This is an optimization exercise on Yosys and OpenROAD, whose aim is small area, a short achievable clock period and few clock cycles per item, not a production implementation. Function was checked by simulation only, so behaviour that the tests miss may differ from the original. No activity file was given, so power comes from the tool's default toggle rates.

## flow/design.v

```verilog
`default_nettype none
package ntt_pkg;
  localparam int COEF_W         = 30;
  localparam int POS_W          = 6;
  localparam int DEF_LOG_LENGTH = 6;
  localparam int IN_QDEPTH      = 4;
  localparam int OUT_QDEPTH     = 4;
  localparam int APB_AW         = 3;
  localparam int APB_DW         = 32;
  localparam logic [COEF_W-1:0] PRIME      = 30'd998244353;
  localparam logic [COEF_W-1:0] ROOT_RESET = 30'd1;
  localparam logic [63:0] MU_WIDE    = (64'd1 << 60) / 64'd998244353;
  localparam logic [30:0] BARRETT_MU = MU_WIDE[30:0];
  localparam logic [APB_AW-1:0] ADDR_ROOT = 3'd0;
endpackage
`default_nettype wire
`default_nettype none
module ntt_fifo #(
  parameter int WIDTH = 8,
  parameter int DEPTH = 4
) (
  input  logic                     clk,
  input  logic                     rst,
  input  logic                     push,
  input  logic [WIDTH-1:0]         wdata,
  output logic                     full,
  input  logic                     pop,
  output logic                     empty,
  output logic [WIDTH-1:0]         rdata,
  output logic [$clog2(DEPTH):0]   count
);
  localparam int AW = $clog2(DEPTH);
  logic [WIDTH-1:0] mem [DEPTH];
  logic [AW-1:0]    wr_ptr;
  logic [AW-1:0]    rd_ptr;
  logic [AW:0]      fill;
  logic             wr_en;
  logic             rd_en;
  assign full  = (fill == (AW+1)'(DEPTH));
  assign empty = (fill == '0);
  assign wr_en = push && !full;
  assign rd_en = pop && !empty;
  assign rdata = mem[rd_ptr];
  assign count = fill;
  always_ff @(posedge clk) begin
    if (rst) begin
      wr_ptr <= '0;
      rd_ptr <= '0;
      fill   <= '0;
    end else begin
      if (wr_en) wr_ptr <= wr_ptr + 1'b1;
      if (rd_en) rd_ptr <= rd_ptr + 1'b1;
      if (wr_en && !rd_en) fill <= fill + 1'b1;
      else if (!wr_en && rd_en) fill <= fill - 1'b1;
    end
  end
  always_ff @(posedge clk) begin
    if (wr_en) mem[wr_ptr] <= wdata;
  end
endmodule
`default_nettype wire
`default_nettype none
import ntt_pkg::*;
module ntt_mulmod (
  input  logic                        clk,
  input  logic                        rst,
  input  logic                        in_valid,
  input  logic [ntt_pkg::COEF_W-1:0]  a,
  input  logic [ntt_pkg::COEF_W-1:0]  b,
  output logic                        out_valid,
  output logic [ntt_pkg::COEF_W-1:0]  product
);
  logic [4:0]  vld;
  logic [59:0] x1;
  logic [61:0] qm2;
  logic [31:0] x2;
  logic [31:0] x3;
  logic [31:0] qp3;
  logic [31:0] r4;
  logic [29:0] r5;
  logic [60:0] qp_full;
  logic [31:0] r_raw;
  assign qp_full = 61'(qm2[61:31]) * 61'(PRIME);
  assign r_raw   = x3 - qp3;
  always_ff @(posedge clk) begin
    if (rst) begin
      vld <= '0;
    end else begin
      vld <= {vld[3:0], in_valid};
    end
  end
  always_ff @(posedge clk) begin
    x1  <= 60'(a) * 60'(b);
    qm2 <= 62'(x1[59:29]) * 62'(BARRETT_MU);
    x2  <= x1[31:0];
    qp3 <= qp_full[31:0];
    x3  <= x2;
    r4  <= (r_raw >= 32'(PRIME)) ? r_raw - 32'(PRIME) : r_raw;
    r5  <= (r4 >= 32'(PRIME)) ? 30'(r4 - 32'(PRIME)) : r4[29:0];
  end
  assign out_valid = vld[4];
  assign product   = r5;
endmodule
`default_nettype wire
`default_nettype none
import ntt_pkg::*;
module ntt_front (
  input  logic                        clk,
  input  logic                        rst,
  input  logic                        push,
  input  logic [ntt_pkg::COEF_W-1:0]  coefficient,
  output logic                        full,
  input  logic                        q_pop,
  output logic                        q_empty,
  output logic [ntt_pkg::COEF_W-1:0]  q_data
);
  function automatic logic [COEF_W-1:0] reduce_once(input logic [COEF_W-1:0] x);
    reduce_once = (x >= PRIME) ? x - PRIME : x;
  endfunction
  logic [COEF_W-1:0] reduced;
  assign reduced = reduce_once(coefficient);
  ntt_fifo #(
    .WIDTH (COEF_W),
    .DEPTH (IN_QDEPTH)
  ) u_queue (
    .clk   (clk),
    .rst   (rst),
    .push  (push),
    .wdata (reduced),
    .full  (full),
    .pop   (q_pop),
    .empty (q_empty),
    .rdata (q_data),
    .count ()
  );
endmodule
`default_nettype wire
`default_nettype none
import ntt_pkg::*;
module ntt_core #(
  parameter int LOG_LENGTH = ntt_pkg::DEF_LOG_LENGTH
) (
  input  logic                        clk,
  input  logic                        rst,
  input  logic [ntt_pkg::COEF_W-1:0]  root,
  input  logic                        q_empty,
  input  logic [ntt_pkg::COEF_W-1:0]  q_data,
  output logic                        q_pop,
  output logic [ntt_pkg::COEF_W-1:0]  value,
  output logic [ntt_pkg::POS_W-1:0]   position,
  output logic                        last,
  output logic                        empty,
  input  logic                        pop
);
  function automatic logic [COEF_W-1:0] reduce_once(input logic [COEF_W-1:0] x);
    reduce_once = (x >= PRIME) ? x - PRIME : x;
  endfunction
  localparam int LENGTH = 1 << LOG_LENGTH;
  localparam int LW     = LOG_LENGTH;
  localparam int SW     = $clog2(LOG_LENGTH + 1);
  localparam int OW     = COEF_W + POS_W + 1;
  localparam int CW     = $clog2(OUT_QDEPTH) + 1;
  typedef enum logic [7:0] {
    S_LOAD     = 8'b0000_0001,
    S_SQ_ISSUE = 8'b0000_0010,
    S_SQ_WAIT  = 8'b0000_0100,
    S_BF_READ  = 8'b0000_1000,
    S_BF_MUL   = 8'b0001_0000,
    S_BF_WAIT  = 8'b0010_0000,
    S_BF_WRITE = 8'b0100_0000,
    S_EMIT     = 8'b1000_0000
  } state_t;
  state_t            state;
  logic [LW-1:0]     load_cnt;
  logic [LW-1:0]     load_rev;
  logic [SW-1:0]     sq_cnt;
  logic [SW-1:0]     stage;
  logic [LW-1:0]     j;
  logic [LW-1:0]     k;
  logic [LW-1:0]     e;
  logic [COEF_W-1:0] w;
  logic [COEF_W-1:0] u;
  logic [COEF_W-1:0] d_reg;
  logic [COEF_W-1:0] chain [LOG_LENGTH];
  logic [COEF_W-1:0] store [LENGTH];
  logic [COEF_W-1:0] rd_a;
  logic [COEF_W-1:0] rd_b;
  logic              mem_we;
  logic [LW-1:0]     mem_waddr;
  logic [COEF_W-1:0] mem_wdata;
  logic [LW-1:0]     addr_a;
  logic [LW:0]       m;
  logic              j_last;
  logic              grp_last;
  logic [LW-1:0]     idx_a;
  logic [LW-1:0]     idx_b;
  logic              mv_valid;
  logic [COEF_W-1:0] mv;
  logic              mw_valid;
  logic [COEF_W-1:0] mw;
  logic              mw_in_valid;
  logic [COEF_W-1:0] mw_a;
  logic [COEF_W:0]   s_wide;
  logic [COEF_W-1:0] sum;
  logic [COEF_W-1:0] diff;
  logic              emit_pend;
  logic [LW-1:0]     emit_pos;
  logic              emit_last;
  logic [CW-1:0]     out_count;
  logic              room;
  logic [OW-1:0]     oq_rdata;
  always_comb begin
    for (int b = 0; b < LW; b++) begin
      load_rev[LW-1-b] = load_cnt[b];
    end
  end
  assign m        = (LW+1)'(1) << stage;
  assign j_last   = ({1'b0, j} == m - 1'b1);
  assign grp_last = (({1'b0, k} + (m << 1)) == ((LW+1)'(1) << LW));
  assign idx_a    = k + j;
  assign idx_b    = LW'({1'b0, k} + {1'b0, j} + m);
  assign addr_a   = (state == S_EMIT) ? e : idx_a;
  assign s_wide = {1'b0, u} + {1'b0, mv};
  assign sum    = (s_wide >= {1'b0, PRIME}) ? COEF_W'(s_wide - {1'b0, PRIME}) : s_wide[COEF_W-1:0];
  assign diff   = (u >= mv) ? u - mv : u + PRIME - mv;
  assign q_pop = (state == S_LOAD) && !q_empty;
  assign room  = (int'(out_count) + int'(emit_pend)) < OUT_QDEPTH;
  always_comb begin
    mem_we    = 1'b0;
    mem_waddr = idx_a;
    mem_wdata = sum;
    case (state)
      S_LOAD: begin
        mem_we    = !q_empty;
        mem_waddr = load_rev;
        mem_wdata = q_data;
      end
      S_BF_WAIT: begin
        mem_we = mv_valid;
      end
      S_BF_WRITE: begin
        mem_we    = 1'b1;
        mem_waddr = idx_b;
        mem_wdata = d_reg;
      end
      default: begin
        mem_we = 1'b0;
      end
    endcase
  end
  always_ff @(posedge clk) begin
    if (mem_we) store[mem_waddr] <= mem_wdata;
    rd_a <= store[addr_a];
    rd_b <= store[idx_b];
  end
  assign mw_in_valid = (state == S_BF_MUL) ||
                       ((state == S_SQ_ISSUE) && (sq_cnt != SW'(LOG_LENGTH - 1)));
  assign mw_a        = (state == S_BF_MUL) ? w : chain[0];
  ntt_mulmod u_mul_data (
    .clk       (clk),
    .rst       (rst),
    .in_valid  (state == S_BF_MUL),
    .a         (w),
    .b         (rd_b),
    .out_valid (mv_valid),
    .product   (mv)
  );
  ntt_mulmod u_mul_twiddle (
    .clk       (clk),
    .rst       (rst),
    .in_valid  (mw_in_valid),
    .a         (mw_a),
    .b         (chain[0]),
    .out_valid (mw_valid),
    .product   (mw)
  );
  always_ff @(posedge clk) begin
    if (rst) begin
      state     <= S_LOAD;
      load_cnt  <= '0;
      sq_cnt    <= '0;
      stage     <= '0;
      j         <= '0;
      k         <= '0;
      e         <= '0;
      emit_pend <= 1'b0;
    end else begin
      emit_pend <= 1'b0;
      case (state)
        S_LOAD: begin
          if (!q_empty) begin
            load_cnt <= load_cnt + 1'b1;
            if (load_cnt == LW'(LENGTH - 1)) begin
              sq_cnt <= '0;
              state  <= S_SQ_ISSUE;
            end
          end
        end
        S_SQ_ISSUE: begin
          if (sq_cnt == SW'(LOG_LENGTH - 1)) begin
            stage <= '0;
            j     <= '0;
            k     <= '0;
            state <= S_BF_READ;
          end else begin
            state <= S_SQ_WAIT;
          end
        end
        S_SQ_WAIT: begin
          if (mw_valid) begin
            sq_cnt <= sq_cnt + 1'b1;
            state  <= S_SQ_ISSUE;
          end
        end
        S_BF_READ: begin
          state <= S_BF_MUL;
        end
        S_BF_MUL: begin
          state <= S_BF_WAIT;
        end
        S_BF_WAIT: begin
          if (mv_valid) state <= S_BF_WRITE;
        end
        S_BF_WRITE: begin
          state <= S_BF_READ;
          if (j_last) begin
            j <= '0;
            if (grp_last) begin
              k <= '0;
              if (stage == SW'(LOG_LENGTH - 1)) begin
                e     <= '0;
                state <= S_EMIT;
              end else begin
                stage <= stage + 1'b1;
              end
            end else begin
              k <= LW'({1'b0, k} + (m << 1));
            end
          end else begin
            j <= j + 1'b1;
          end
        end
        S_EMIT: begin
          if (room) begin
            emit_pend <= 1'b1;
            e         <= e + 1'b1;
            if (e == LW'(LENGTH - 1)) state <= S_LOAD;
          end
        end
        default: begin
          state <= S_LOAD;
        end
      endcase
    end
  end
  always_ff @(posedge clk) begin
    if (state == S_LOAD && !q_empty && load_cnt == LW'(LENGTH - 1)) begin
      chain[0] <= reduce_once(root);
    end
    if (state == S_SQ_WAIT && mw_valid) begin
      for (int t = LOG_LENGTH - 1; t > 0; t--) chain[t] <= chain[t-1];
      chain[0] <= mw;
    end
    if (state == S_BF_WRITE && j_last && grp_last) begin
      for (int t = 0; t < LOG_LENGTH - 1; t++) chain[t] <= chain[t+1];
    end
    if (state == S_SQ_ISSUE) w <= 30'd1;
    if (state == S_BF_MUL) u <= rd_a;
    if (state == S_BF_WAIT && mv_valid) begin
      d_reg <= diff;
      w     <= j_last ? 30'd1 : mw;
    end
    if (state == S_EMIT && room) begin
      emit_pos  <= e;
      emit_last <= (e == LW'(LENGTH - 1));
    end
  end
  ntt_fifo #(
    .WIDTH (OW),
    .DEPTH (OUT_QDEPTH)
  ) u_out_queue (
    .clk   (clk),
    .rst   (rst),
    .push  (emit_pend),
    .wdata ({rd_a, POS_W'(emit_pos), emit_last}),
    .full  (),
    .pop   (pop),
    .empty (empty),
    .rdata (oq_rdata),
    .count (out_count)
  );
  assign value    = oq_rdata[OW-1 -: COEF_W];
  assign position = oq_rdata[POS_W:1];
  assign last     = oq_rdata[0];
endmodule
`default_nettype wire
`default_nettype none
import ntt_pkg::*;
module ntt_radix2_mod_prime #(
  parameter int LOG_LENGTH = ntt_pkg::DEF_LOG_LENGTH
) (
  input  logic                        clk,
  input  logic                        rst,
  input  logic                        psel,
  input  logic                        penable,
  input  logic                        pwrite,
  input  logic [ntt_pkg::APB_AW-1:0]  paddr,
  input  logic [ntt_pkg::APB_DW-1:0]  pwdata,
  output logic [ntt_pkg::APB_DW-1:0]  prdata,
  output logic                        pready,
  input  logic                        push,
  output logic                        full,
  input  logic [ntt_pkg::COEF_W-1:0]  coefficient,
  output logic                        empty,
  input  logic                        pop,
  output logic [ntt_pkg::COEF_W-1:0]  value,
  output logic [ntt_pkg::POS_W-1:0]   position,
  output logic                        last
);
  localparam int LENGTH = 1 << LOG_LENGTH;
  logic [COEF_W-1:0] root;
  logic              q_pop;
  logic              q_empty;
  logic [COEF_W-1:0] q_data;
  assign pready = 1'b1;
  assign prdata = (paddr == ADDR_ROOT) ? APB_DW'(root) : '0;
  always_ff @(posedge clk) begin
    if (rst) begin
      root <= ROOT_RESET;
    end else if (psel && penable && pwrite && paddr == ADDR_ROOT) begin
      root <= pwdata[COEF_W-1:0];
    end
  end
  ntt_front u_front (
    .clk         (clk),
    .rst         (rst),
    .push        (push),
    .coefficient (coefficient),
    .full        (full),
    .q_pop       (q_pop),
    .q_empty     (q_empty),
    .q_data      (q_data)
  );
  ntt_core #(
    .LOG_LENGTH (LOG_LENGTH)
  ) u_core (
    .clk      (clk),
    .rst      (rst),
    .root     (root),
    .q_empty  (q_empty),
    .q_data   (q_data),
    .q_pop    (q_pop),
    .value    (value),
    .position (position),
    .last     (last),
    .empty    (empty),
    .pop      (pop)
  );
endmodule
`default_nettype wire
```

## flow/run.sh

```bash
#!/bin/bash
# synth_recipe.tcl (not shown) runs the flow's synth.tcl, then flattens the netlist and writes it again
# the make line also repeats each setting of config.mk as NAME=value (left out here)
make -C /OpenROAD-flow-scripts/flow DESIGN_CONFIG=/design/flow/config.mk WORK_HOME=/design/flow/orfs CLKGATE_MAP_FILE= SYNTH_SCRIPT=/design/flow/synth_recipe.tcl finish
```

## flow/config.mk

```make
export PLATFORM = sky130hd
export DESIGN_NAME = ntt_radix2_mod_prime
export DESIGN_NICKNAME = ntt_radix2_mod_prime
export VERILOG_FILES = /design/flow/design.v
export SDC_FILE = /design/flow/constraint.sdc
export NUM_CORES = 4
export LEC_CHECK = 0
export CAP_MARGIN = 20
export CORE_MARGIN = 2
export CORE_UTILIZATION = 40
export SLEW_MARGIN = 20
```

## flow/constraint.sdc

```tcl
create_clock -name core_clock -period 11.0 [get_ports {clk}]
set_input_delay 2.2000 -clock core_clock [delete_from_list [all_inputs] [get_ports {clk}]]
set_output_delay 2.2000 -clock core_clock [all_outputs]
set_load 0.01 [all_outputs]
```

==> flow_summary.json <==
{
  "maxSlewViolCount": 0,
  "yosysWarnings": 8,
  "vdd_drop_max_mv": 0.2021,
  "status": "no timing/DRC/antenna violations",
  "cts_setup_buffers": 0,
  "synth-edff-count": 2465,
  "clockBufferDepth": 4,
  "top_regs": "u_core.store (1920), u_core.chain (180), u_core.u_out_queue.mem (148)",
  "synth-seq-cells": 3119,
  "grt_pass1_vias": 145758,
  "cts_buffers": 335,
  "post-dp-hpwl_um": 444500,
  "final_layout_size_suffix_gt1_share_pct": 13.73,
  "grt_antenna_before_repair": 41,
  "syn_area_mm2": 0.2253,
  "tritoncts": "built",
  "cpLargestDelayFamily": "adder cells",
  "async_flop_share_pct": 0,
  "multi_input_area_mm2": 0.1257,
  "cts_resized": 0,
  "cp_data_arrival_time_ns": 11.27,
  "row_count": 275,
  "routed_wl_um": 636400,
  "grt_first_pass_wirelength_um": 950400,
  "ys.flop_type": "edfxtp_1",
  "rsz0062_at_grt": "no",
  "io_buffers": 138,
  "ys_types": 111,
  "grt_overflow": 0,
  "area_growth_pct": 10.12,
  "drtIter0Drc": 13064,
  "cp_slowest_cell": "o311ai_1",
  "dieArea_mm2": 0.5692,
  "fin_crit_sh_pct": 94.60,
  "dp.cells": 24802,
  "gp_congestion": 0.8772,
  "seqCellArea_mm2": 0.08712,
  "largest_reg_flops": 1920,
  "cap_violations": 0,
  "boundaryPins": 144,
  "top_register": "u_core.store",
  "clk_pin_slew_worst_paths_ns": 0.06,
  "htree_levels": 5,
  "die_h_um": 754.4,
  "synth_cells": 17654,
  "dr.pass1.iters": 6,
  "setup_viol": 0,
  "fin_nets": 21425,
  "core-area_mm2": 0.5609,
  "max_freq_mhz": 96.10,
  "critPathMaxFanout": 18,
  "root_buffer": "clkbuf_16",
  "drtAntennaViolNets": 0,
  "layoutNonFillerInstCount": 25430,
  "cts_hold_buf": 0,
  "grt_max_degree": 128,
  "tightestPinTransition_ns": 1.216,
  "fin_ws_ns": 0.5938,
  "powerDensity_mw_per_mm2": 116.5,
  "post_drt_wl_per_cell_um": 25.03,
  "period_needed_ns": 10.41,
  "track_usage_pct": 22.24,
  "power.leakage_nw": 102.7,
  "nFillCells": 50867,
  "fp.dieW_um": 754.4,
  "hold_viol": 0,
  "critPathKind": "flop to flop",
  "drc": 0,
  "avgSynthCellArea_um2": 12.76,
  "critPathLaunchType": "flop",
  "cp.required_ns": 11.86,
  "numClockSinks": 3119,
  "crit_buf_inv": 9,
  "cp_common_cell": "fa_1",
  "setup-tns-final_ns": 0,
  "routed_via_density": 5.553,
  "clk_latency_ns": 1.01,
  "slew_headroom_pct": 18.07,
  "post-place-ws_ns": 0.4751,
  "max_stage_delay_ns": 0.68,
  "skew_ns": 0.08987,
  "ys_seq_area_share_pct": 38.67,
  "hp-class": "flop to flop",
  "initial_core_util_pct": 40.17,
  "route.vias.total": 141214,
  "worstSetupEndpointType": "flop"
}
[power breakdown]
| part | internal (mW) | switching, mW |
|---|---|---|
| registers | 14.2 | 0.324 |
| logic | 0.707 | 2.21 |
| clock network | 6.59 | 4.93 |
[cell type report]
class	instances	area share [%]
Timing Repair Buffer	542	1.874
Sequential cell	3119	35.12
Tap cell	7479	3.772
Clock inverter	171	0.7783
Clock buffer	440	3.700
Inverter	2684	4.061
Multi-Input combinational cell	10978	50.68
Antenna cell	17	0.01715
[cell usage in the layout (no fill, tap or decap), types with 35 or more instances in the layout]
master	count
nor2_1	383
a22oi_1	35
ha_1	1562
nand3_1	119
o21a_1	80
nor4_1	42
nor2_4	64
o21ai_0	307
mux2_2	188
or3_1	50
nand2b_1	59
nand2_1	1542
and2_1	851
a21o_1	164
o211ai_1	52
nand4_1	63
inv_1	2679
fa_1	2128
xor2_1	218
clkdlybuf4s50_1	137
xnor2_1	307
dfxtp_1	648
buf_4	386
mux4_2	1147
clkinv_2	67
mux2i_1	164
edfxtp_1	2465
a211oi_1	171
nor2b_1	155
a31oi_1	43
clkbuf_16	343
a21oi_1	463
nor3_1	98
o21bai_1	38
and3_1	52
clkbuf_1	74
[metrics by stage]
stage	power, mW	utilization [%]	area (µm²)	hold slack, ns
after floorplan	15.91	-	225300	0.3096
after global placement	17.55	42.23	236900	0.3098
after detailed placement	17.64	42.24	236900	0.3121
after CTS	29.12	44.22	248000	0.3055
after global routing	29.74	44.22	248000	0.2975
final	28.91	44.23	248100	0.3115
[path summary, 6_finish.rpt]
check                          startpoint                            to  slack (ns)  cells past startpoint
max                       u_core.state[7]   u_core.u_mul_twiddle.x1[59]        0.59                     38
min          u_core.u_mul_twiddle.qm2[52]  u_core.u_mul_twiddle.qp3[21]        0.31                      0
max reg2reg               u_core.state[7]   u_core.u_mul_twiddle.x1[59]        0.59                     38
min reg2reg  u_core.u_mul_twiddle.qm2[52]  u_core.u_mul_twiddle.qp3[21]        0.31                      0
[per-layer routing]
metal	vias to the layer above	wire length, µm	GRT usage (%)
met5	-	82	0
met4	16	24420	7.466
met3	959	52550	4.118
met2	5799	296200	35.78
met1	73627	263100	30.45
li1	60813	-	-
[cells by family after synthesis]
logic type | count (synthesis) | synth area share (%)
buf+inv | 3558 | 5.994
mux | 1506 | 13.17
compound gates | 1641 | 4.697
simple gates | 3606 | 7.800
xor+xnor | 529 | 2.060
other cells | 2 | 0.003334
flops | 3119 | 38.67
fa+ha+maj | 3693 | 27.61
[cell usage after synthesis, drive strengths merged (47+ instances only)]
| cell type | instances | area [µm²] |
|---|---|---|
| buf | 179 | 819.5 |
| mux2 | 189 | 2128 |
| nand3 | 119 | 595.6 |
| mux2i | 170 | 1702 |
| dfxtp | 654 | 13090 |
| nor4 | 47 | 312.8 |
| and2 | 858 | 5369 |
| a21oi | 474 | 2376 |
| nand2b | 62 | 395.4 |
| or3 | 51 | 324.1 |
| nor2b | 155 | 969.7 |
| ha | 1564 | 19570 |
| fa | 2129 | 42620 |
| nor3 | 102 | 533.0 |
| nand2 | 1542 | 5788 |
| xor2 | 219 | 1918 |
| o211ai | 56 | 449.2 |
| clkbuf | 695 | 2609 |
| and3 | 52 | 325.3 |
| o21ai | 353 | 1767 |
| inv | 2682 | 10070 |
| a211oi | 176 | 1354 |
| a21o | 165 | 1239 |
| mux4 | 1147 | 25830 |
| nor2 | 447 | 1678 |
| o21a | 80 | 600.6 |
| nand4 | 63 | 394.1 |
| xnor2 | 310 | 2723 |
| edfxtp | 2465 | 74020 |
Testbench counts, summed over its fixed seeds: cycles 108,504, blocks 64.

[re-timing with driven ports]
No port has a modelled driver above. Below, the same layout with a new extraction and two added sets of constraints.
Step 1 (the two cells are an assumption about what drives the block):
set clk [get_ports {clk}]
set_driving_cell -lib_cell sky130_fd_sc_hd__clkbuf_16 $clk
set_driving_cell -lib_cell sky130_fd_sc_hd__buf_2 [delete_from_list [all_inputs] $clk]
Step 2 moves the port delays by t, midway between the first and last clock arrival at a register: inputs arrive t later, outputs are due t later. That takes back most of the time a late clock gives input paths.
Three values: no drivers, after step 1, after step 2; two values: the first two.
t, ns: 1.076
slack for setup (ns): 0.594 / 0.594 / 0.594
worst hold slack (ns): 0.311 / 0.311 / 0.311
worst slew at a driven data input, ns: 0.26
After both steps setup and hold are still met in this run. For this run, drivers alone change the setup slack by 0.000 ns; drivers and shift together by 0.000 ns.
